Context: an optimization exercise on an open-source flow, tuned for small area. The choices shown serve that exercise and are no tape-out recipe.
In this exercise RTL edits were held to simulation tests only and were not proved equivalent to the original.
Power is estimated from default activity; no workload was simulated.

## flow/config.mk

```make
export PLATFORM = sky130hd
export DESIGN_NAME = branch_predictor_top
export DESIGN_NICKNAME = branch_predictor_top
export VERILOG_FILES = /design/flow/design.v
export SDC_FILE = /design/flow/constraint.sdc
export NUM_CORES = 4
export LEC_CHECK = 0
export CAP_MARGIN = 20
export CORE_MARGIN = 2
export CORE_UTILIZATION = 30
export PLACE_DENSITY = 0.4
export SLEW_MARGIN = 20
export SYNTH_HIERARCHICAL = 1
```

## flow/constraint.sdc

```tcl
create_clock -name core_clock -period 11.0 [get_ports {CPU_CLK}]
set_input_delay 2.2000 -clock core_clock [delete_from_list [all_inputs] [get_ports {CPU_CLK}]]
set_output_delay 2.2000 -clock core_clock [all_outputs]
set_load 0.01 [all_outputs]
```

## flow/design.v

```verilog
package bp_pkg;
    typedef logic [31:0] addr_t;
    localparam addr_t INST_BYTES = 32'd4;
    localparam int PC_OFFSET = $clog2(INST_BYTES);
    typedef struct packed {
        logic  valid;
        addr_t pc;
        logic  taken;
        addr_t target;
        addr_t predicted;
    } resolve_t;
    typedef enum logic [1:0] {
        BTB_NONE   = 2'd0,
        BTB_ADD    = 2'd1,
        BTB_UPDATE = 2'd2,
        BTB_REMOVE = 2'd3
    } btb_op_e;
    typedef enum logic [1:0] {
        STRONG_NOT   = 2'b00,
        WEAK_NOT     = 2'b01,
        WEAK_TAKEN   = 2'b10,
        STRONG_TAKEN = 2'b11
    } bht_state_e;
endpackage
module g_aoi222 (input logic a1, a2, b1, b2, c1, c2, output logic y);
    assign y = ~((a1 & a2) | (b1 & b2) | (c1 & c2));
endmodule
module g_last (input logic a1, a2, b1, b2, p8, p9, output logic y);
    assign y = ~(p8 & p9) | (a1 & a2) | (b1 & b2);
endmodule
module g_nand4 (input logic a, b, c, d, output logic y);
    assign y = ~(a & b & c & d);
endmodule
module sel32 (input logic [31:0] s, input logic [31:0] d, output logic y);
    logic [9:0]  p;
    logic [2:0]  q;
    for (genvar g = 0; g < 10; g++) begin : g_grp
        g_aoi222 u_aoi (.a1(s[3*g]),   .a2(d[3*g]),
                        .b1(s[3*g+1]), .b2(d[3*g+1]),
                        .c1(s[3*g+2]), .c2(d[3*g+2]), .y(p[g]));
    end
    g_last  u_last (.a1(s[30]), .a2(d[30]), .b1(s[31]), .b2(d[31]),
                    .p8(p[8]), .p9(p[9]), .y(q[2]));
    g_nand4 u_n0 (.a(p[0]), .b(p[1]), .c(p[2]),  .d(p[3]), .y(q[0]));
    g_nand4 u_n1 (.a(p[4]), .b(p[5]), .c(p[6]),  .d(p[7]), .y(q[1]));
    assign y = q[0] | q[1] | q[2];
endmodule
module branch_predictor_top (
    input  logic        CPU_CLK,
    input  logic        CPU_RST,
    input  logic [31:0] fetch_pc,
    output logic [31:0] predict_pc,
    input  logic        resolve_valid,
    input  logic [31:0] resolve_pc,
    input  logic        resolve_taken,
    input  logic [31:0] resolve_target,
    input  logic [31:0] resolve_predicted,
    output logic        redirect_valid,
    output logic [31:0] redirect_pc,
    output logic [31:0] branch_count,
    output logic [31:0] mispredict_count
);
    localparam int B       = 5;
    localparam int ENTRIES = 1 << B;
    localparam int TAG_LSB = B + 2;
    localparam int TAGW    = 32 - TAG_LSB;
    logic [ENTRIES-1:0] btb_valid;
    logic [TAGW-1:0]    btb_tag    [ENTRIES];
    logic [31:0]        btb_target [ENTRIES];
    logic [ENTRIES-1:0] bht_hi   [4];
    logic [ENTRIES-1:0] bht_lo_n [4];
    logic [TAGW-1:0]    f_tag, r_tag;
    logic [ENTRIES-1:0] f_dec, r_dec;
    assign f_tag = fetch_pc[31:TAG_LSB];
    assign r_tag = resolve_pc[31:TAG_LSB];
    always_comb begin
        for (int i = 0; i < ENTRIES; i++) begin
            f_dec[i] = (fetch_pc[TAG_LSB-1:2]   == i[B-1:0]);
            r_dec[i] = (resolve_pc[TAG_LSB-1:2] == i[B-1:0]);
        end
    end
    logic            f_valid, r_valid;
    logic [TAGW-1:0] f_rtag, r_rtag;
    logic [31:0]     f_target;
    logic [3:0]      f_bht4, r_bht4, r_lo_n4;
    logic            f_bht, r_bht, r_lo_n;
    sel32 u_f_valid (.s(f_dec), .d(btb_valid), .y(f_valid));
    sel32 u_r_valid (.s(r_dec), .d(btb_valid), .y(r_valid));
    for (genvar b = 0; b < TAGW; b++) begin : g_tag
        logic [ENTRIES-1:0] col;
        for (genvar i = 0; i < ENTRIES; i++) begin : g_e
            assign col[i] = btb_tag[i][b];
        end
        sel32 u_f (.s(f_dec), .d(col), .y(f_rtag[b]));
        sel32 u_r (.s(r_dec), .d(col), .y(r_rtag[b]));
    end
    for (genvar b = 0; b < 32; b++) begin : g_tgt
        logic [ENTRIES-1:0] col;
        for (genvar i = 0; i < ENTRIES; i++) begin : g_e
            assign col[i] = btb_target[i][b];
        end
        sel32 u_f (.s(f_dec), .d(col), .y(f_target[b]));
    end
    for (genvar j = 0; j < 4; j++) begin : g_bht
        sel32 u_f_hi (.s(f_dec), .d(bht_hi[j]),   .y(f_bht4[j]));
        sel32 u_r_hi (.s(r_dec), .d(bht_hi[j]),   .y(r_bht4[j]));
        sel32 u_r_lo (.s(r_dec), .d(bht_lo_n[j]), .y(r_lo_n4[j]));
    end
    assign f_bht  = f_bht4[fetch_pc[8:7]];
    assign r_bht  = r_bht4[resolve_pc[8:7]];
    assign r_lo_n = r_lo_n4[resolve_pc[8:7]];
    logic f_hit, r_hit;
    assign f_hit = f_valid & (f_rtag == f_tag);
    assign r_hit = r_valid & (r_rtag == r_tag);
    function automatic logic [29:0] inc30(input logic [29:0] x);
        logic cb, c;
        cb = 1'b1;
        for (int k = 0; k < 6; k++) begin
            c = cb;
            for (int i = 5*k; i < 5*k+5; i++) begin
                inc30[i] = x[i] ^ c;
                c        = x[i] & c;
            end
            cb = cb & (&x[5*k +: 5]);
        end
    endfunction
    assign predict_pc = (f_hit & f_bht) ? f_target : {inc30(fetch_pc[31:2]), fetch_pc[1:0]};
    logic [31:0] correct_pc;
    logic        wrong_path;
    assign correct_pc     = resolve_taken ? resolve_target
                                          : {inc30(resolve_pc[31:2]), resolve_pc[1:0]};
    assign wrong_path     = resolve_valid & (correct_pc != resolve_predicted);
    assign redirect_valid = wrong_path;
    assign redirect_pc    = correct_pc;
    logic btb_write, btb_remove;
    assign btb_write  = resolve_valid & resolve_taken;
    assign btb_remove = resolve_valid & ~resolve_taken & r_hit & ~r_bht;
    always_ff @(posedge CPU_CLK or posedge CPU_RST) begin
        if (CPU_RST)
            btb_valid <= '0;
        else begin
            for (int i = 0; i < ENTRIES; i++) begin
                if (r_dec[i] & btb_write)
                    btb_valid[i] <= 1'b1;
                else if (r_dec[i] & btb_remove)
                    btb_valid[i] <= 1'b0;
            end
        end
    end
    always_ff @(posedge CPU_CLK) begin
        for (int i = 0; i < ENTRIES; i++) begin
            if (r_dec[i] & btb_write) begin
                btb_tag[i]    <= r_tag;
                btb_target[i] <= resolve_target;
            end
        end
    end
    logic bht_nxt_hi, bht_nxt_lo_n;
    assign bht_nxt_hi   = resolve_taken ? (r_bht | ~r_lo_n) : (r_bht & ~r_lo_n);
    assign bht_nxt_lo_n = resolve_taken ? ~(r_bht | r_lo_n) : ~(r_bht & r_lo_n);
    always_ff @(posedge CPU_CLK or posedge CPU_RST) begin
        if (CPU_RST) begin
            for (int j = 0; j < 4; j++) begin
                bht_hi[j]   <= '0;
                bht_lo_n[j] <= '0;
            end
        end else begin
            for (int j = 0; j < 4; j++) begin
                for (int i = 0; i < ENTRIES; i++) begin
                    if (resolve_valid & (resolve_pc[8:7] == j[1:0]) & r_dec[i]) begin
                        bht_hi[j][i]   <= bht_nxt_hi;
                        bht_lo_n[j][i] <= bht_nxt_lo_n;
                    end
                end
            end
        end
    end
    function automatic logic [31:0] inc32(input logic [31:0] x, input logic cin);
        logic c;
        c = cin;
        for (int i = 0; i < 32; i++) begin
            inc32[i] = x[i] ^ c;
            c        = x[i] & c;
        end
    endfunction
    always_ff @(posedge CPU_CLK or posedge CPU_RST) begin
        if (CPU_RST)
            branch_count <= 32'd0;
        else
            branch_count <= inc32(branch_count, resolve_valid);
    end
    logic [31:0] mc_ones;    
    always_comb begin
        mc_ones[0] = 1'b1;
        for (int i = 1; i < 32; i++)
            mc_ones[i] = mc_ones[i-1] & mispredict_count[i-1];
    end
    always_ff @(posedge CPU_CLK or posedge CPU_RST) begin
        if (CPU_RST)
            mispredict_count <= 32'd0;
        else
            mispredict_count <= mispredict_count ^ ({32{wrong_path}} & mc_ones);
    end
endmodule
```

## flow/flow/run.sh

```bash
#!/bin/bash
# Layout flow: the standard flow (standard.sh) with two changes.
#  - the input and output port buffers are buf_1 cells instead of the
#    buffer that buffer_ports picks by default;
#  - the clock tree is built from clkbuf_8 cells without dummy loads.
# The make output goes to standard_flow.log; each ORFS step keeps its own
# log under orfs/logs/.
set -euo pipefail
bash standard.sh \
  "BUFFER_PORTS_ARGS=-buffer_cell sky130_fd_sc_hd__buf_1" \
  "CTS_ARGS=-sink_clustering_enable -repair_clock_nets -buf_list sky130_fd_sc_hd__clkbuf_8 -sink_clustering_size 16 -sink_clustering_max_diameter 50 -dont_use_dummy_load" \
  finish > standard_flow.log 2>&1
```

## flow/standard.sh

```bash
#!/bin/bash
# synth_recipe.tcl (not shown) runs the flow's synth.tcl, then flattens the netlist and writes it again
# the make line also repeats each setting of config.mk as NAME=value (left out here)
make -C /OpenROAD-flow-scripts/flow DESIGN_CONFIG=/design/flow/config.mk WORK_HOME=/design/flow/orfs CLKGATE_MAP_FILE= SYNTH_SCRIPT=/design/flow/synth_recipe.tcl "${@:-finish}"
```

==> flow_metrics.tcl, run 1 <==
set metrics [dict create \
    whs_ns 0.4569 \
    drv_cap 0 \
    post-route-util 0.3438 \
    drv_slew 0 \
    setup_violations 0 \
    io_buffers 260 \
    rows 194 \
    place_worst_setup_slack_ns 1.260 \
    htree_levels 5 \
    clk_pin_slew_ns 0.04 \
    hp-class "reg2reg" \
    final-hold-violation-count 0 \
    yosysTopAreaCellShare 0.6530 \
    vias 58500 \
    p_total_mw 15.60 \
    p_sw_mw 3.896 \
    synth-async-reset-ratio 0.1618 \
    grt_pass1_vias 57010 \
    cts_buffers 281 \
    p_sw_frac 0.2497 \
    vias_per_cell 6.206 \
    p_clk_frac 0.332 \
    fp.dieW_um 532.8 \
    drcViolationCount 0 \
    slew_headroom 0.2031 \
    drtPass1Iterations 13 \
    fp.dieH_um 532.8 \
    synth_warnings 15 \
    seqPwrFrac 0.596 \
    crit_fanout 39 \
    final_cells 9426 \
    cts_tree "yes" \
    rsz0062_at_grt "false" \
    p_leak_nw 31.33 \
    setup_ws_ns 1.061 \
    final_common_cell "edfxtp_1" \
    synth-seq-cells 2176 \
    fin_setup_tns_ns 0 \
    place_area_mm2 0.09188 \
    nets 5905 \
    worst_ir_drop_vdd_mv 0.1146 \
    cts_hold_buf 0 \
    crit_path_start_kind "input port" \
    combPwrFrac 0.073 \
    cp_top_family "simple AND/OR/NAND/NOR gates" \
    max_freq_mhz 100.6 \
    root_buffer "clkbuf_8" \
    gp_congestion 0.8983 \
    max_stage_delay_ns 0.90 \
    syn-num-nets 5159 \
    grt-ovfl-total 0 \
    postSynthCellCount 4943 \
    fin_crit_sh 0.9036 \
    ys.flop_type "edfxtp_1" \
    outcome "finished clean" \
    grt_antenna_before_repair 42 \
    cp.arrival_ns 7.74 \
    dpl.cell_count 9129 \
    yosysSeqAreaShare 0.7580 \
    cts_sinks 2176 \
    wl_per_cell_um 39.60 \
    synth-edff-count 1824 \
    initial_core_util 0.3010 \
    critPathSlowestCell "nor2_4" \
    grt_pass1_wl_um 500600 \
    worstPathCellList "buf_1, nand2b_1, nor2_4, buf_4, a222oi_1, nand3_1, or3_1, xor2_1, nor4_1, nand4_1, or4_4, mux2_2, buf_1" \
    detailed_place_hpwl_um 233400 \
    io_pins 261 \
    worstPathRequired_ns 8.80 \
    grt_max_degree 116 \
    insertion_delay_ns 1.10 \
    layout-drive-gt1-share 0.1340 \
    skew_ns 0.1459 \
    syn_avg_cell_area_um2 16.97 \
    end_kind "output pin" \
    grt_usage 0.2542 \
    worst_path_most_repeated_cell "buf_1" \
    finalWirelength_um 373300 \
    cts_buffer_depth 4 \
    core_mm2 0.2787 \
    stdcell_area_mm2 0.09581 \
    p_per_area_mw_per_mm2 162.8 \
    finalCriticalPeriod_ns 9.939 \
    dieArea_mm2 0.2839 \
    internal_power_mw 11.70 \
    route.antenna.remaining_nets 0 \
    synth_area_leaders "edfxtp_1 (65%), a222oi_1 (11%), dfrtp_1 (11%), o21ai_0 (1.8%), nand2_1 (1.7%)" \
    synth_cell_type_count 39 \
    area_delta_synth_final_pct 14.21 \
    post_cts_resized 0 \
    postCtsSetupRepairBufs 0 \
    critPathBufInv 3 \
    drt_iter0_drc 11140 \
    critPathKind "in2out" \
    final_cell_mix "edfxtp_1 (1824), a222oi_1 (960), nand2_1 (378)" \
    yosysTopAreaCell "edfxtp_1" \
    syn_area_mm2 0.08388 \
    tightest_slew_ns 1.193 \
]
synthesized netlist by cell type, drive strengths merged, types with 3 or more instances:
library cell / number
a222oi: 960
nand4: 214
xor2: 50
mux4: 3
nor4: 13
and4: 10
nor3: 3
nand2b: 6
nand3: 125
nor2: 112
a21oi: 27
ha: 84
buf: 12
mux2: 67
xnor2: 73
clkbuf: 57
or3: 96
o21ai: 294
inv: 44
a22oi: 96
and2: 5
and3: 20
dfrtp: 352
nand4b: 3
nor2b: 6
nand2: 379
or2: 3
edfxtp: 1824
state kept, by name, summed over array words and instances, names as in the netlist:
register and cells:
branch_count 32, btb_valid 32, btb_target 1024, bht_lo_n 128, bht_hi 128, mispredict_count 32, btb_tag 800
power by group through the flow:
stage / sequential [mW] / clock [mW] / combinational (mW)
2_1_floorplan: 9.42 / 0 / 0.472
3_3_place_gp: 9.46 / 0 / 1.12
3_5_place_dp: 9.46 / 0 / 1.13
4_1_cts: 9.29 / 5.31 / 1.13
5_1_grt: 9.31 / 5.58 / 1.20
6_report: 9.29 / 5.17 / 1.14
cells by family after synthesis:
logic type                 synth area share
muxes                               0.01011
xor gates and xnor gates            0.01284
AOI/OAI and AO/OA                    0.1425
adders and majority gates           0.01253
buffers and inverters              0.005504
and+or+nand+nor                     0.05857
DFF                                  0.7580
layout make-up:
type	count	area [um2]
Inverter	44	168.9
Multi-Input combinational cell	2654	20390
Antenna cell	15	37.54
Clock buffer	281	3867
Sequential cell	2176	63580
Tap cell	3724	4659
Fill cell	26910	182900
Timing Repair Buffer	532	3097
per-module statistics from Yosys, one instance, submodules excluded:
module / cell area [um2] / copies in the design / flip-flops and latches / cells inside
g_nand4: 6.256 / 192 / 0 / 1
g_last: 12.51 / 96 / 0 / 2
g_aoi222: 10.01 / 960 / 0 / 1
sel32: 6.256 / 96 / 0 / 1
branch_predictor_top: 71270 / 1 / 2176 / 3503
path summary, 6_finish.rpt:
path                             startpoint               end  slack (ns)  cells after the start
setup reg to reg            branch_count[0]  branch_count[31]        4.80                     32
min in group asynchronous           CPU_RST     bht_hi[3][11]        1.33                      2
setup / recovery                fetch_pc[5]     predict_pc[4]        1.06                     13
max in group asynchronous           CPU_RST      btb_valid[2]        7.61                      4
hold reg to reg            branch_count[31]  branch_count[31]        0.46                      1
hold / removal             branch_count[31]  branch_count[31]        0.46                      1
per-layer routing:
metal	part of all wire	GRT usage	wire length, um	up-vias
li1	-	-	-	23390
met1	0.39	0.3313	146300	30690
met2	0.46	0.4010	170200	3631
met3	0.099	0.05680	36920	764
met4	0.053	0.1203	19660	26
met5	0.00048	0	180	-
==> inputs of run 2 (changes only) <==
--- a/flow/flow/run.sh
+++ b/flow/flow/run.sh
@@ -9,4 +9,4 @@
 bash standard.sh \
   "BUFFER_PORTS_ARGS=-buffer_cell sky130_fd_sc_hd__buf_1" \
-  "CTS_ARGS=-sink_clustering_enable -repair_clock_nets -buf_list sky130_fd_sc_hd__clkbuf_8 -sink_clustering_size 16 -sink_clustering_max_diameter 50 -dont_use_dummy_load" \
+  "CTS_ARGS=-sink_clustering_enable -repair_clock_nets -buf_list sky130_fd_sc_hd__clkbuf_8 -sink_clustering_size 16 -sink_clustering_max_diameter 70 -dont_use_dummy_load" \
   finish > standard_flow.log 2>&1
==> run 2 against run 1 <==
Compared with the run above: critical path type unchanged; flip-flop and latch count unchanged; register-to-register slack got worse by 0.07 ns; cell area decreased by 1.4%; largest power group unchanged.
==> flow_metrics.tcl, run 2 <==
set metrics [dict create \
    fp.dieW_um 532.8 \
    detailed_place_hpwl_um 233400 \
    skew_ns 0.1594 \
    p_sw_mw 3.692 \
    vias 58170 \
    syn_avg_cell_area_um2 16.97 \
    largest_reg_flops 1024 \
    rows 194 \
    post-route-util 0.3389 \
    p_clk_frac 0.286 \
    p_sw_frac 0.2530 \
    final_common_cell "edfxtp_1" \
    synth_warnings 15 \
    drtPass1Iterations 14 \
    cts_buffer_depth 4 \
    slew_headroom 0.1837 \
    nets 5805 \
    final-hold-violation-count 0 \
    finalWirelength_um 371600 \
    outcome "finished clean" \
    grt-ovfl-total 0 \
    htree_levels 4 \
    drv_cap 0 \
    crit_fanout 39 \
    area_delta_synth_final_pct 12.57 \
    max_freq_mhz 100.1 \
    layout-drive-gt1-share 0.1185 \
    root_buffer "clkbuf_8" \
    min_to "branch_count[31]" \
    insertion_delay_ns 1.07 \
    synth_area_leaders "edfxtp_1 (65%), a222oi_1 (11%), dfrtp_1 (11%), o21ai_0 (1.8%), nand2_1 (1.7%)" \
    syn-num-nets 5159 \
    setup_violations 0 \
    combPwrFrac 0.078 \
    synth-async-reset-ratio 0.1618 \
    route.antenna.remaining_nets 0 \
    post_cts_resized 0 \
    regToRegStartpoint "branch_count[0]" \
    drv_slew 0 \
    reg2reg_to "branch_count[31]" \
    gp_congestion 0.8983 \
    dieArea_mm2 0.2839 \
    worstPathRequired_ns 8.80 \
    clk_pin_slew_ns 0.03 \
    place_area_mm2 0.09188 \
    r2r_slack_ns 4.73 \
    rsz0062_at_grt "false" \
    yosysTopAreaCell "edfxtp_1" \
    dpl.cell_count 9129 \
    grt_pass1_vias 56030 \
    seqPwrFrac 0.636 \
    synth_cell_type_count 39 \
    drcViolationCount 0 \
    cp.arrival_ns 7.79 \
    yosys-top-cells-count "edfxtp_1 (1824), a222oi_1 (960), nand2_1 (379), dfrtp_1 (352), o21ai_0 (294)" \
    fin_setup_tns_ns 0 \
    wl_per_cell_um 39.85 \
    io_pins 261 \
    yosysSeqAreaShare 0.7580 \
    io_buffers 260 \
    grt_usage 0.2528 \
    postCtsSetupRepairBufs 0 \
    yosysTopAreaCellShare 0.6530 \
    p_leak_nw 30.61 \
    ys.flop_type "edfxtp_1" \
    worst_ir_drop_vdd_mv 0.09598 \
    drt_iter0_drc 11530 \
    postSynthCellCount 4943 \
    synth_most_common_cell "edfxtp_1" \
    hp-class "reg2reg" \
    critPathKind "in2out" \
    end_kind "output pin" \
    hold_start "branch_count[31]" \
    p_per_area_mw_per_mm2 154.6 \
    grt_max_degree 116 \
    cts_hold_buf 0 \
    grt_pass1_wl_um 497200 \
    cts_tree "yes" \
    stdcell_area_mm2 0.09443 \
    fp.dieH_um 532.8 \
    largest-register "btb_target" \
    cts_buffers 181 \
    reg_top3 "btb_target x1024, btb_tag x800" \
    crit_path_start_kind "input port" \
    core_mm2 0.2787 \
    cts_sinks 2176 \
    synth-edff-count 1824 \
    p_total_mw 14.60 \
    holdPathStages 1 \
    grt_antenna_before_repair 31 \
    initial_core_util 0.3010 \
    vias_per_cell 6.238 \
    worstRegToRegCells 32 \
    syn_area_mm2 0.08388 \
    final_cell_mix "edfxtp_1 (1824), a222oi_1 (960), nand2_1 (378)" \
    synth-seq-cells 2176 \
    fin_crit_sh 0.9078 \
    tightest_slew_ns 1.221 \
    final_cells 9325 \
    internal_power_mw 10.90 \
    finalCriticalPeriod_ns 9.986 \
]
## run 2: cells by family after synthesis
group                    after synthesis  synth area share
AND/OR/NAND/NOR                      998           0.05857
flip-flops                          2176            0.7580
XOR/XNOR                             123           0.01284
buffers and inverters                113          0.005504
adder cells (fa/ha/maj)               84           0.01253
AO/OA/AOI/OAI                       1379            0.1425
multiplexers                          70           0.01011
## run 2: worst max path at each step
stage	depth (start not counted)	start	endpoint	slack, ns
global placement	12	fetch_pc[5]	predict_pc[3]	1.35
CTS	13	fetch_pc[5]	predict_pc[4]	1.24
global route	13	fetch_pc[5]	predict_pc[20]	0.87
detailed placement	13	fetch_pc[5]	predict_pc[4]	1.26
floorplan	13	fetch_pc[5]	predict_pc[2]	1.98
finish	13	fetch_pc[5]	predict_pc[4]	1.01
## run 2: power by group through the flow
stage | clock network [mW] | logic [mW] | registers (mW)
after floorplan | 0 | 0.472 | 9.42
after global placement | 0 | 1.12 | 9.46
after detailed placement | 0 | 1.13 | 9.46
after CTS | 4.29 | 1.13 | 9.28
after global routing | 4.54 | 1.20 | 9.30
final | 4.18 | 1.14 | 9.28
## run 2: critical path, cell delays in order
cell and delay (ns):
buf_1 0.45, nand2b_1 0.59, nor2_4 0.87, buf_4 0.64, a222oi_1 0.23, nand3_1 0.30
or3_1 0.18, xor2_1 0.15, nor4_1 0.37, nand4_1 0.29, or4_4 0.86, mux2_2 0.43
buf_1 0.13
## run 2: area by class of cell
cell class | count | area (um2)
fillers | 27060 | 184200
flip-flops and latches | 2176 | 63580
multi-input cells | 2654 | 20390
well taps | 3724 | 4659
repair buffers | 532 | 3097
clock buffers | 181 | 2491
inverters | 44 | 168.9
diodes | 14 | 35.03
## run 2: metrics by stage
stage	setup slack, ns	hold slack (ns)
after detailed placement	1.260	0.4540
final	1.014	0.4563
after global routing	0.8652	0.4887
after floorplan	1.981	0.4488
after global placement	1.350	0.4530
after CTS	1.238	0.4607
## run 2: routing by layer
| layer | global-route usage | up-vias | share of wire |
|---|---|---|---|
| met5 | 0 | - | 0.00017 |
| met4 | 0.1129 | 10 | 0.050 |
| met3 | 0.05144 | 667 | 0.095 |
| met2 | 0.4003 | 3630 | 0.46 |
| met1 | 0.3342 | 30700 | 0.40 |
| li1 | - | 23170 | - |
## run 2: per-module statistics from Yosys (local to each module, per instance)
module | copies in the design | cells inside | flip-flops and latches
branch_predictor_top | 1 | 3503 | 2176
sel32 | 96 | 1 | 0
g_aoi222 | 960 | 1 | 0
g_last | 96 | 2 | 0
g_nand4 | 192 | 1 | 0
==> inputs of run 3 (changes only) <==
--- a/flow/config.mk
+++ b/flow/config.mk
@@ -8,6 +8,6 @@
 export CAP_MARGIN = 20
 export CORE_MARGIN = 2
-export CORE_UTILIZATION = 30
-export PLACE_DENSITY = 0.4
+export CORE_UTILIZATION = 35
+export PLACE_DENSITY = 0.45
 export SLEW_MARGIN = 20
 export SYNTH_HIERARCHICAL = 1
==> run 3 against run 2 <==
Compared with the run above: non-clock buffer count shrank 12; highest routed layer unchanged; hold slack improved by 0.012 ns; setup slack gained 0.035 ns; clock power decreased by 5.3%; cell count is 6.3% lower; largest power group unchanged; power fell by 1.7%; die area fell by 14%; critical path type unchanged; count of clock-buffer cells in the layout is 14 lower; sequential share of layout area grew 0.59 points.
==> flow_metrics.tcl, run 3 <==
set metrics [dict create \
    synth_warnings 15 \
    detailed_place_hpwl_um 216500 \
    worstPathRequired_ns 8.80 \
    reg_top3 "btb_target x1024, btb_tag x800" \
    route.antenna.remaining_nets 0 \
    io_pins 261 \
    p_per_area_mw_per_mm2 153.3 \
    max_freq_mhz 100.5 \
    finalWirelength_um 354500 \
    postSynthCellCount 4943 \
    finalCriticalPeriod_ns 9.951 \
    cts_buffer_depth 3 \
    postCtsSetupRepairBufs 0 \
    grt_usage 0.2833 \
    hp-class "reg2reg" \
    vias 58510 \
    drv_slew 0 \
    final_cell_mix "edfxtp_1 (1824), a222oi_1 (960), nand2_1 (378)" \
    fp.dieH_um 493.6 \
    drv_cap 0 \
    holdPathStages 1 \
    rows 179 \
    critPathBufInv 3 \
    largest_reg_flops 1024 \
    p_leak_nw 30.50 \
    area_delta_synth_final_pct 11.59 \
    fp.dieW_um 493.6 \
    critPathSlowestCell "nor4_2" \
    setup_violations 0 \
    final_cells 8735 \
    worst_path_most_repeated_cell "ha_1" \
    cts_tree "yes" \
    nets 5779 \
    outcome "finished clean" \
    io_buffers 260 \
    drt_iter0_drc 12150 \
    fin_crit_sh 0.9046 \
    cts_buffers 167 \
    dpl.cell_count 8560 \
    fin_setup_tns_ns 0 \
    drcViolationCount 0 \
    slew_headroom 0.1755 \
    critPathKind "in2out" \
    synth_area_leaders "edfxtp_1 (65%), a222oi_1 (11%), dfrtp_1 (11%), o21ai_0 (1.8%), nand2_1 (1.7%)" \
    layout-drive-gt1-share 0.1142 \
    insertion_delay_ns 0.99 \
    dieArea_mm2 0.2436 \
    synth-edff-count 1824 \
    whs_ns 0.4686 \
    worst_ir_drop_vdd_mv 0.1072 \
    worstPathCellList "buf_1, ha_1, nand4_1, nor3_1, and3_1, and3_1, and3_1, ha_1, ha_1, ha_1, mux2_2, xor2_1, nor4_1, buf_4, nand4_1, nor4_2, a21boi_2, buf_1" \
    stdcell_area_mm2 0.09360 \
    drtPass1Iterations 13 \
    vias_per_cell 6.698 \
    syn-num-nets 5159 \
    cp.arrival_ns 7.75 \
    grt_max_degree 178 \
    place_area_mm2 0.09126 \
    cts_sinks 2176 \
    yosys-top-cells-count "edfxtp_1 (1824), a222oi_1 (960), nand2_1 (379), dfrtp_1 (352), o21ai_0 (294)" \
    min_to "branch_count[31]" \
    largest-register "btb_target" \
    gp_congestion 0.8934 \
    yosysTopAreaCell "edfxtp_1" \
    synth-async-reset-ratio 0.1618 \
    tightest_slew_ns 1.234 \
    worstRegToRegCells 32 \
    final-hold-violation-count 0 \
    synth-seq-cells 2176 \
    yosysTopAreaCellShare 0.6530 \
    initial_core_util 0.3523 \
    cts_hold_buf 0 \
    skew_ns 0.1561 \
    grt-ovfl-total 0 \
    fillers 21910 \
    end_kind "output pin" \
    grt_pass1_wl_um 478300 \
    synth_cell_type_count 39 \
    synth_most_common_cell "edfxtp_1" \
    max_stage_delay_ns 0.92 \
    core_mm2 0.2381 \
    regToRegStartpoint "branch_count[0]" \
    crit_fanout 6 \
    post_cts_resized 0 \
    cp_top_family "simple AND/OR/NAND/NOR gates" \
    syn_area_mm2 0.08388 \
    r2r_slack_ns 4.79 \
    final_common_cell "edfxtp_1" \
    root_buffer "clkbuf_8" \
    rsz0062_at_grt "false" \
    reg2reg_to "branch_count[31]" \
    syn_avg_cell_area_um2 16.97 \
    clk_pin_slew_ns 0.07 \
    htree_levels 4 \
    ys.flop_type "edfxtp_1" \
    crit_path_start_kind "input port" \
    hold_start "branch_count[31]" \
    grt_antenna_before_repair 23 \
    grt_pass1_vias 56350 \
    wl_per_cell_um 40.59 \
    yosysSeqAreaShare 0.7580 \
]
-- run 3: per-layer routing --
metal	GRT usage	part of all wire	vias to the layer above
met3	0.06173	0.11	758
li1	-	-	23130
met4	0.1324	0.052	6
met1	0.3766	0.38	30450
met2	0.4428	0.46	4167
met5	0	0.00011	-
-- run 3: final cells by class --
type	count	area (um2)	area share
Sequential cell	2176	63580	0.6793
Inverter	44	168.9	0.001805
Multi-Input combinational cell	2654	20380	0.2178
Tap cell	3167	3963	0.04233
Antenna cell	7	17.52	0.0001871
Timing Repair Buffer	520	3191	0.03409
Clock buffer	167	2298	0.02456
-- run 3: Yosys stat by module, one instance, submodules excluded --
module / flip-flops and latches / cell area, um2 / times used / cells inside
g_aoi222: 0 / 10.01 / 960 / 1
g_nand4: 0 / 6.256 / 192 / 1
branch_predictor_top: 2176 / 71270 / 1 / 3503
g_last: 0 / 12.51 / 96 / 2
sel32: 0 / 6.256 / 96 / 1
-- run 3: power by group --
| group | switching, mW | leakage (nW) | internal [mW] |
|---|---|---|---|
| clock network | 2.60 | 1.20 | 1.36 |
| registers | 0.151 | 21.1 | 9.13 |
| logic | 0.804 | 8.17 | 0.298 |
| total | 3.56 | 30.5 | 10.8 |
-- run 3: worst max path at each step --
stage | start | to | slack (ns) | depth (start not counted)
finish | resolve_pc[3] | redirect_valid | 1.05 | 18
global placement | resolve_pc[2] | redirect_valid | 1.27 | 18
global route | resolve_pc[2] | redirect_valid | 0.81 | 18
floorplan | fetch_pc[5] | predict_pc[2] | 1.98 | 13
detailed placement | resolve_pc[2] | redirect_valid | 1.17 | 18
CTS | resolve_pc[2] | redirect_valid | 1.16 | 18
-- run 3: per-stage QoR --
stage / setup WS (ns) / power, mW / utilization
6_report: 1.049 / 14.35 / 0.3932
5_1_grt: 0.8136 / 14.77 / 0.3931
4_1_cts: 1.157 / 14.41 / 0.3930
3_5_place_dp: 1.173 / 10.55 / 0.3833
3_3_place_gp: 1.271 / 10.54 / 0.3829
2_1_floorplan: 1.981 / 9.895 / -
-- run 3: cells by family after synthesis --
group / share of synthesized area
compound gates: 0.1425
simple gates: 0.05857
flops: 0.7580
buf+inv: 0.005504
fa+ha+maj: 0.01253
xor+xnor: 0.01284
mux: 0.01011
==> inputs of run 4 (changes only) <==
--- a/flow/config.mk
+++ b/flow/config.mk
@@ -8,6 +8,6 @@
 export CAP_MARGIN = 20
 export CORE_MARGIN = 2
-export CORE_UTILIZATION = 35
-export PLACE_DENSITY = 0.45
+export CORE_UTILIZATION = 38
+export PLACE_DENSITY = 0.5
 export SLEW_MARGIN = 20
 export SYNTH_HIERARCHICAL = 1
==> run 4 against run 3 <==
Compared with the run above: still clean on timing, DRC and antenna; area after synthesis is the same; sequential share of layout area is 0.35 points higher; flip-flop and latch count unchanged; clock skew shrank 0.039 ns; setup slack got worse by 0.22 ns; non-clock buffer count grew 4; die area decreased by 7.8%; global-route usage rose by 1.3 points; cell area fell by 0.51%; sequential power about the same; via count up 0.16%; critical path type unchanged; largest power group unchanged; highest routed layer unchanged.
==> flow_metrics.tcl, run 4 <==
set metrics [dict create \
    cts_hold_buf 0 \
    grt-ovfl-total 0 \
    crit_path_start_kind "input port" \
    initial_core_util 0.3821 \
    area_delta_synth_final_pct 11.02 \
    dieArea_mm2 0.2245 \
    drcViolationCount 0 \
    tightest_slew_ns 1.250 \
    postSynthCellCount 4943 \
    fp.dieW_um 473.8 \
    yosysTopAreaCellShare 0.6530 \
    synth_most_common_cell "edfxtp_1" \
    clk_pin_slew_ns 0.09 \
    syn-num-nets 5159 \
    htree_levels 4 \
    grt_usage 0.2962 \
    cts_tree "yes" \
    final-hold-violation-count 0 \
    synth_warnings 15 \
    worstPathRequired_ns 8.80 \
    root_buffer "clkbuf_8" \
    grt_pass1_wl_um 461400 \
    grt_antenna_before_repair 25 \
    synth-async-reset-ratio 0.1618 \
    yosysTopAreaCell "edfxtp_1" \
    yosys-top-cells-count "edfxtp_1 (1824), a222oi_1 (960), nand2_1 (379), dfrtp_1 (352), o21ai_0 (294)" \
    grt_max_degree 157 \
    setup_ws_ns 0.8319 \
    fin_setup_tns_ns 0 \
    vias_per_cell 6.939 \
    drtPass1Iterations 13 \
    drv_cap 0 \
    syn_avg_cell_area_um2 16.97 \
    route.antenna.remaining_nets 0 \
    io_pins 261 \
    finalWirelength_um 340500 \
    core_mm2 0.2195 \
    drt_iter0_drc 13150 \
    gp_congestion 0.9454 \
    io_buffers 260 \
    p_leak_nw 30.44 \
    ys.flop_type "edfxtp_1" \
    cts_sinks 2176 \
    cts_buffer_depth 3 \
    finalCriticalPeriod_ns 10.17 \
    hp-class "reg2reg" \
    fillers 19670 \
    crit_fanout 39 \
    final_cell_mix "edfxtp_1 (1824), a222oi_1 (960), nand2_1 (378)" \
    largest-register "btb_target" \
    max_freq_mhz 98.35 \
    syn_area_mm2 0.08388 \
    detailed_place_hpwl_um 212800 \
    cts_buffers 163 \
    cp.arrival_ns 7.97 \
    nets 5779 \
    setup_violations 0 \
    end_kind "output pin" \
    vias 58600 \
    multiInputGateArea_mm2 0.02040 \
    wl_per_cell_um 40.32 \
    insertion_delay_ns 0.99 \
    synth_cell_type_count 39 \
    reg_top3 "btb_target x1024, btb_tag x800" \
    final_common_cell "edfxtp_1" \
    worst_ir_drop_vdd_mv 0.1374 \
    yosysSeqAreaShare 0.7580 \
    post_cts_resized 0 \
    outcome "finished clean" \
    slew_headroom 0.1647 \
    skew_ns 0.1168 \
    synth_area_leaders "edfxtp_1 (65%), a222oi_1 (11%), dfrtp_1 (11%), o21ai_0 (1.8%), nand2_1 (1.7%)" \
    rows 172 \
    critPathKind "in2out" \
    area.sequential_mm2 0.06358 \
    fp.dieH_um 473.8 \
    fin_crit_sh 0.9244 \
    synth-edff-count 1824 \
    largest_reg_flops 1024 \
    synth-seq-cells 2176 \
    rsz0062_at_grt "false" \
    drv_slew 0 \
    layout-drive-gt1-share 0.1133 \
    postCtsSetupRepairBufs 0 \
    p_per_area_mw_per_mm2 153.2 \
    grt_pass1_vias 55100 \
    place_worst_setup_slack_ns 1.093 \
]
## run 4: cell counts after synthesis
Identical to the previous run, type by type.
## run 4: area by class of cell
| class | count | area share |
|---|---|---|
| diodes | 13 | 0.0003493 |
| clock buffers | 163 | 0.02409 |
| inverters | 44 | 0.001814 |
| multi-input cells | 2654 | 0.2190 |
| flip-flops and latches | 2176 | 0.6827 |
| well taps | 2871 | 0.03857 |
| repair buffers | 524 | 0.03343 |
## run 4: cell families after synthesis
logic type,after synthesis,synth area share
buffers and inverters,113,0.005504
AND/OR/NAND/NOR,998,0.05857
XOR/XNOR,123,0.01284
multiplexers,70,0.01011
flip-flops,2176,0.7580
AO/OA/AOI/OAI,1379,0.1425
adder cells (fa/ha/maj),84,0.01253
## run 4: stage by stage
stage	area, um2	total power [mW]	hold WS (ns)	cells	utilization
final	93130	14.26	0.4776	8445	0.4243
after global routing	93110	14.69	0.5104	8437	0.4242
after CTS	93070	14.32	0.4844	8431	0.4240
after detailed placement	90820	10.54	0.4687	8268	0.4138
after global placement	90710	10.53	0.4587	8263	0.4132
after floorplan	83890	9.895	0.4488	4943	-
## run 4: final timing paths
check	from	slack (ns)	depth (start not counted)	to
max	fetch_pc[5]	0.83	14	predict_pc[29]
min	mispredict_count[31]	0.48	1	mispredict_count[31]
max reg2reg	branch_count[0]	4.68	32	branch_count[31]
min reg2reg	mispredict_count[31]	0.48	1	mispredict_count[31]
max in group asynchronous	CPU_RST	7.66	4	btb_valid[1]
min in group asynchronous	CPU_RST	1.28	2	bht_hi[3][26]
## run 4: metal layers
metal  GRT usage  routed length (um)
met5           0                  83
met4      0.1651               22090
met3     0.07348               40980
met2      0.4471              151000
met1      0.3918              126400
## run 4: where the power goes
part / total [mW] / leakage [nW] / switching, mW / internal (mW)
clock network: 3.88 / 1.17 / 2.56 / 1.33
logic: 1.10 / 8.14 / 0.802 / 0.297
registers: 9.28 / 21.1 / 0.151 / 9.13
## run 4: worst max-delay path, cell delays in order
cell and delay [ns]:
buf_1 0.50, nand2b_1 0.83, nor2_4 0.43, buf_4 0.37, a222oi_1 0.50, nand4_1 0.18, or3_1 0.41, xor2_1 0.15
nor4_1 0.55, nand4_1 0.25, or4_2 0.62, buf_4 0.39, mux2_2 0.39, buf_1 0.13
## run 4: Yosys stat by module (local to each module, per instance)
module | cells | flops+latches | cell area, um2 | copies in the design
sel32 | 1 | 0 | 6.256 | 96
g_last | 2 | 0 | 12.51 | 96
branch_predictor_top | 3503 | 2176 | 71270 | 1
g_nand4 | 1 | 0 | 6.256 | 192
g_aoi222 | 1 | 0 | 10.01 | 960
==> inputs of run 5 (changes only) <==
==> flow/run.sh (new file) <==
#!/bin/bash
# synth_recipe.tcl (not shown) runs the flow's synth.tcl, then flattens the netlist and writes it again
# the make line also repeats each setting of config.mk as NAME=value (left out here)
make -C /OpenROAD-flow-scripts/flow DESIGN_CONFIG=/design/flow/config.mk WORK_HOME=/design/flow/orfs CLKGATE_MAP_FILE= SYNTH_SCRIPT=/design/flow/synth_recipe.tcl finish
--- a/flow/config.mk
+++ b/flow/config.mk
@@ -8,6 +8,9 @@
 export CAP_MARGIN = 20
 export CORE_MARGIN = 2
-export CORE_UTILIZATION = 38
-export PLACE_DENSITY = 0.5
+export CORE_UTILIZATION = 30
+export CTS_BUF_LIST = sky130_fd_sc_hd__clkbuf_8
+export CTS_CLUSTER_DIAMETER = 50
+export CTS_CLUSTER_SIZE = 16
+export PLACE_DENSITY = 0.4
 export SLEW_MARGIN = 20
 export SYNTH_HIERARCHICAL = 1
removed: flow/flow/run.sh
removed: flow/standard.sh
==> run 5 against run 4 <==
Compared with the run above: critical path depth is 2 higher; sequential share of layout area is 4.9 points lower; synthesized cell count stayed put; area after synthesis stayed put; still clean; critical path type unchanged; routed wire length is 12% higher; non-clock buffer count is 60 higher; combinational power is about 10% higher.
==> flow_metrics.tcl, run 5 <==
set metrics [dict create \
    outcome "finished clean" \
    htree_levels 5 \
    synth_most_common_cell "edfxtp_1" \
    cts_buffer_depth 4 \
    drcViolationCount 0 \
    cts_hold_buf 0 \
    grt_pass1_vias 57800 \
    whs_ns 0.4693 \
    area_delta_synth_final_pct 19.57 \
    cts_buffers 282 \
    crit_path_start_kind "input port" \
    finalWirelength_um 380000 \
    synth_cell_type_count 39 \
    yosysTopAreaCell "edfxtp_1" \
    end_kind "output pin" \
    grt_max_degree 139 \
    tightest_slew_ns 1.179 \
    root_buffer "clkbuf_8" \
    wl_per_cell_um 39.15 \
    grt_antenna_before_repair 29 \
    reg2reg_to "branch_count[31]" \
    postSynthCellCount 4943 \
    p_per_area_mw_per_mm2 173.2 \
    syn_area_mm2 0.08388 \
    initial_core_util 0.3010 \
    grt_usage 0.2594 \
    fillers 26640 \
    final-hold-violation-count 0 \
    crit_fanout 39 \
    reg_top3 "btb_target x1024, btb_tag x800" \
    drt_iter0_drc 12720 \
    syn_avg_cell_area_um2 16.97 \
    r2r_slack_ns 4.77 \
    post_cts_resized 0 \
    crit_path_start "fetch_pc[2]" \
    io_buffers 260 \
    synth_warnings 15 \
    final_common_cell "edfxtp_1" \
    regToRegStartpoint "branch_count[0]" \
    fp.dieW_um 532.8 \
    setup_violations 0 \
    holdPathStages 1 \
    yosysTopAreaCellShare 0.6530 \
    rows 194 \
    fin_setup_tns_ns 0 \
    worstRegToRegCells 32 \
    route.antenna.remaining_nets 0 \
    place_area_mm2 0.09397 \
    hp-class "reg2reg" \
    clk_pin_slew_ns 0.06 \
    io_pins 261 \
    gp_congestion 0.8913 \
    cp.arrival_ns 8.37 \
    yosysSeqAreaShare 0.7580 \
    stdcell_area_mm2 0.1003 \
    syn-num-nets 5159 \
    detailed_place_hpwl_um 245000 \
    min_to "branch_count[31]" \
    cts_tree "yes" \
    synth-async-reset-ratio 0.1618 \
    worst_ir_drop_vdd_mv 0.1018 \
    nets 5958 \
    dieArea_mm2 0.2839 \
    postCtsSetupRepairBufs 0 \
    hold_start "branch_count[31]" \
    drv_slew 0 \
    finalCriticalPeriod_ns 10.57 \
    synth-seq-cells 2176 \
    drtPass1Iterations 14 \
    grt_pass1_wl_um 511000 \
    fp.dieH_um 532.8 \
    synth_area_leaders "edfxtp_1 (65%), a222oi_1 (11%), dfrtp_1 (11%), o21ai_0 (1.8%), nand2_1 (1.7%)" \
    rsz0062_at_grt "false" \
    largest_reg_flops 1024 \
    fin_crit_sh 0.9608 \
    grt-ovfl-total 0 \
    yosys-top-cells-count "edfxtp_1 (1824), a222oi_1 (960), nand2_1 (379), dfrtp_1 (352), o21ai_0 (294)" \
    p_leak_nw 33.41 \
    worstPathRequired_ns 8.80 \
    synth-edff-count 1824 \
    insertion_delay_ns 1.07 \
    cts_sinks 2176 \
    slew_headroom 0.2138 \
    vias 59760 \
    skew_ns 0.09635 \
    ys.flop_type "edfxtp_1" \
    largest-register "btb_target" \
    final_cell_mix "edfxtp_1 (1824), a222oi_1 (960), nand2_1 (378)" \
    core_mm2 0.2787 \
    max_freq_mhz 94.62 \
    critPathKind "in2out" \
    drv_cap 0 \
    vias_per_cell 6.156 \
    layout-drive-gt1-share 0.1662 \
]
run 5: cell count changes in the layout (fill, tap and decap cells not counted), moves of 25 or more:
cell / change
clkinvlp_4: +40
buf_4: +58
inv_6: +44
clkbuf_8: +131
buf_1: -248
clkdlybuf4s50_1: +249
bufinv_16: +25
run 5: cell type report:
class	count	area, um2	share of cell area
Antenna cell	10	25.02	0.0002495
Clock buffer	294	4046	0.04034
Clock inverter	221	2267	0.02260
Inverter	44	168.9	0.001684
Multi-Input combinational cell	2654	20390	0.2033
Sequential cell	2176	63580	0.6339
Tap cell	3724	4659	0.04645
Timing Repair Buffer	584	5160	0.05144
run 5: per-module statistics from Yosys, one instance, submodules excluded:
module	cells inside	copies in the design	area, um2	flops+latches
branch_predictor_top	3503	1	71270	2176
g_last	2	96	12.51	0
g_aoi222	1	960	10.01	0
g_nand4	1	192	6.256	0
sel32	1	96	6.256	0
run 5: metal layers:
metal | share of wire | vias up | track usage | routed length [um]
met4 | 0.050 | 16 | 0.1133 | 18860
met1 | 0.40 | 31200 | 0.3510 | 151900
met2 | 0.45 | 4042 | 0.4061 | 172500
li1 | - | 23780 | - | -
met3 | 0.096 | 720 | 0.04822 | 36580
met5 | 0.00030 | - | 0 | 113
run 5: through the flow:
step | setup WS, ns | cells | power (mW) | util
6_report | 0.4310 | 9707 | 17.37 | 0.3599
5_1_grt | 0.4324 | 9698 | 17.93 | 0.3599
4_1_cts | 0.6146 | 9696 | 17.53 | 0.3599
3_5_place_dp | 0.6399 | 9181 | 10.68 | 0.3372
3_3_place_gp | 0.6223 | 9176 | 10.67 | 0.3368
2_1_floorplan | 1.981 | 4943 | 9.895 | -
run 5: worst max path at each step:
| stage | end | depth (start not counted) |
|---|---|---|
| after floorplan | predict_pc[2] | 13 |
| after global placement | predict_pc[4] | 15 |
| after detailed placement | predict_pc[8] | 16 |
| after CTS | predict_pc[8] | 16 |
| after global routing | predict_pc[8] | 16 |
| final | predict_pc[8] | 16 |
run 5: cell families (layout without fill, tap and decap cells):
kind of cell | count (synthesis) | in the layout | share of synthesized area
muxes | 70 | 70 | 0.01011
buffers and inverters | 113 | 1143 | 0.005504
DFF | 2176 | 2176 | 0.7580
other | 0 | 10 | 0
AOI/OAI and AO/OA | 1379 | 1379 | 0.1425
and+or+nand+nor | 998 | 998 | 0.05857
adders and majority gates | 84 | 84 | 0.01253
xor gates and xnor gates | 123 | 123 | 0.01284
run 5: power breakdown:
| group | leakage [nW] | switching [mW] | total [mW] | internal [mW] |
|---|---|---|---|---|
| registers | 21.1 | 0.162 | 9.30 | 9.13 |
| clock network | 3.16 | 3.60 | 6.87 | 3.27 |
| logic | 9.13 | 0.824 | 1.21 | 0.383 |
run 5: critical path: stages:
cell and delay [ns]:
clkdlybuf4s50_1 0.97, inv_1 0.15, ha_1 0.26, nand2b_1 0.34, nor2_4 0.19, buf_4 0.27
buf_4 0.19, a222oi_1 0.37, nand4_1 0.29, or3_1 0.48, xor2_1 0.16, nor4_1 0.30
nand4_1 0.33, or4_4 0.87, mux2_2 0.42, clkdlybuf4s50_1 0.50

-- static timing again, ports no longer ideal --
The results above use ideal ports. As a check the final layouts listed here were re-extracted and re-timed, cells and wires unchanged.
Step 1: set_driving_cell puts a clkbuf_16 on CPU_CLK and a buf_2 on each other input, an assumption about the parent block.
Step 2 moves the port delays by t, midway between the first and last clock arrival at a register: inputs arrive t later, outputs are due t later. That takes back most of the time a late clock gives input paths.
a / b / c = ideal / step 1 / step 2; a / b = the first two.
run | t, ns | slack for setup (ns) | pins driven straight from the clock port
run 1 | 1.118 | 1.061 / 1.028 / 1.028 | 1
run 2 | 1.079 | 1.014 / 0.981 / 0.981 | 1
run 3 | 1.016 | 1.049 / 1.003 / 1.003 | 1
run 4 | 1.026 | 0.832 / 0.803 / 0.803 | 1
run 5 | 1.119 | 0.431 / 0.409 / 0.409 | 1
After both steps every run listed still meets setup and hold. For run 3, which loses most, drivers alone change the setup slack by -0.046 ns; drivers and shift together by -0.046 ns.
